What follows belongs to an exercise in optimizing a design on an open flow for small area, a short achievable clock period and few clock cycles per item; a production flow would make more cautious choices. In this exercise RTL edits were held to simulation tests only and were not proved equivalent to the original.

== try-juniper ==
## sparse_dot_top
module sparse_dot_top #(
    parameter int MAX_ROWS = sparse_pkg::MAX_DIM,
    parameter int MAX_COLS = sparse_pkg::MAX_DIM
) (
    input  logic                                  clk,
    input  logic                                  rst,
    input  logic                                  load_en,
    input  sparse_pkg::bank_e                     load_bank,
    input  logic [sparse_pkg::INDEX_W-1:0]        load_index,
    input  sparse_pkg::word_t                     load_data,
    input  logic                                  start,
    input  logic [sparse_pkg::DIM_W-1:0]          num_rows,
    input  logic [sparse_pkg::DIM_W-1:0]          num_cols,
    input  logic [sparse_pkg::LANES*MAX_ROWS-1:0] bitmap_a,
    input  logic [sparse_pkg::LANES*MAX_COLS-1:0] bitmap_b,
    output logic                                  busy,
    output logic                                  done,
    output logic                                  result_valid,
    output logic [sparse_pkg::DIM_W-1:0]          result_row,
    output logic [sparse_pkg::DIM_W-1:0]          result_col,
    output sparse_pkg::acc_t                      result_value
);
==> flow/config.mk <==
export PLATFORM = sky130hd
export DESIGN_NAME = sparse_dot_top
export DESIGN_NICKNAME = sparse_dot_top
export VERILOG_FILES = /design/flow/design.v
export SDC_FILE = /design/flow/constraint.sdc
export NUM_CORES = 4
export LEC_CHECK = 0
export ABC_CLOCK_PERIOD_IN_PS = 3000
export CAP_MARGIN = 20
export CORE_MARGIN = 2
export CORE_UTILIZATION = 60
export CTS_CLUSTER_DIAMETER = 80
export CTS_CLUSTER_SIZE = 30
export PLACE_DENSITY = 0.5
export SLEW_MARGIN = 20
==> flow/constraint.sdc <==
create_clock -name core_clock -period 10.0 [get_ports {clk}]
set_input_delay 2.0000 -clock core_clock [delete_from_list [all_inputs] [get_ports {clk}]]
set_output_delay 2.0000 -clock core_clock [all_outputs]
set_load 0.01 [all_outputs]
standard.sh (not shown) runs the stock make flow with config.mk's settings and CLKGATE_MAP_FILE= SYNTH_SCRIPT=/design/flow/synth_recipe.tcl, a recipe that flattens the netlist after the stock synthesis.
==> flow/flow/run.sh <==
#!/bin/bash
# The standard layout, with timing repair aiming below the design's clock
# period (the SDC is unchanged; only the repair margin is raised). Extra make
# variables, one per line, come from flow/args.txt.
set -euo pipefail
mapfile -t ARGS < flow/args.txt
bash standard.sh "${ARGS[@]}" finish > standard_finish.log 2>&1
==> flow/flow/args.txt <==
SETUP_SLACK_MARGIN=6.7
BUFFER_PORTS_ARGS=-buffer_cell sky130_fd_sc_hd__buf_2
Testbench counts of try-juniper, summed over its fixed seeds: cycles 10,520, items 9,944.
#### Input delta (try-delta over try-juniper)
- PLACE_DENSITY: 0.5 -> unset
- CTS_CLUSTER_SIZE: 30 -> unset
- CTS_CLUSTER_DIAMETER: 80 -> unset
==> flow/flow/args.txt <==
SETUP_SLACK_MARGIN=6.6
Findings:
Every run in the comparison, try-delta and try-juniper, completed the flow with a clean layout.
Taking try-juniper as the reference, in try-delta placed cell count closely matched the old numbers; area added between synthesis and finish increased by 5.0 points relative to the old numbers; global placer's final weighted congestion decreased by about 1.6% relative to the old numbers.
try-juniper → try-delta: final critical delay including setup and external delays saw an increase; utilization increased by 3.1 points relative to the old numbers; post-route met1 wirelength up 2.6%.
try-delta: worst hold slack 0.010 ns below try-juniper
Summary — ratio of cells with drive above 1 in the final layout, try-delta relative to try-juniper: lower, by 1.8 points.
Edits applied to the flow inputs when going from try-delta to try-maple:
- CORE_UTILIZATION changed from 60 to 70
- CTS_CLUSTER_DIAMETER newly set to 80
- CTS_CLUSTER_SIZE newly set to 30
==> flow/flow/args.txt <==
SETUP_SLACK_MARGIN=6.6
BUFFER_PORTS_ARGS=-buffer_cell sky130_fd_sc_hd__buf_2
Notes after the runs:
- Changes observed in try-maple relative to try-delta: via count of the first global-routing pass decreased by about 1.5% relative to the old numbers, non-clock buffer instance count of the final layout decreased 28, chip width shows a reduction of 7.3%.
- try-maple against try-delta: post-layout instance area fell 2500 um2, final period utilization increased 0.22 points.
--- input diff try-maple..try-xenon ---
- swapping 70 for 60 in CORE_UTILIZATION
==> flow/flow/args.txt <==
SETUP_SLACK_MARGIN=6.65
BUFFER_PORTS_ARGS=-buffer_cell sky130_fd_sc_hd__buf_2
- [try-xenon] final cell area excluding filler cells fell 0.39% relative to try-maple
- try-xenon vs. try-maple: number of gates resized after CTS climbed 39%; met2 layer wire length in the routed design climbed about 1.5%; met1 layer wirelength in the final routing climbed 3400 um.
- Compared to try-maple, try-xenon reaches a lower achievable clock.
- Setup slack in try-xenon is smaller than in try-maple.
- Both conditions hold for try-xenon: the flow ran to the end and the final layout passed the timing, DRC and antenna checks.

-- re-timing with driven ports --
No port has a modelled driver above. Below, the same layouts with a new extraction and two added sets of constraints. Step 1 (the two cells are an assumption about what drives the block):
set clk [get_ports {clk}]
set_driving_cell -lib_cell sky130_fd_sc_hd__clkbuf_16 $clk
set_driving_cell -lib_cell sky130_fd_sc_hd__buf_2 [delete_from_list [all_inputs] $clk]
Step 2 also shifts input and output timing later by t, the mid clock arrival at the registers, as if the neighbouring blocks saw the same clock. a / b / c = no drivers / after step 1 / after step 2; a / b = the first two.
run | shift t [ns] | setup slack, ns | worst setup path after step 2 | worst register clock-pin slew, ns
try-juniper | 0.661 | 6.685 / 6.685 / 6.108 | input to register | 0.11 / 0.11
try-delta | 0.710 | 6.655 / 6.636 / 5.986 | input to register | 0.07 / 0.07
try-maple | 0.663 | 6.633 / 6.633 / 6.016 | input to register | 0.12 / 0.12
try-xenon | 0.680 | 6.607 / 6.607 / 6.086 | input to register | 0.11 / 0.11
After both steps setup and hold are still met in every run listed. The setup slack of try-delta, which loses most, moves by -0.019 ns with the drivers and by -0.669 ns with both steps.
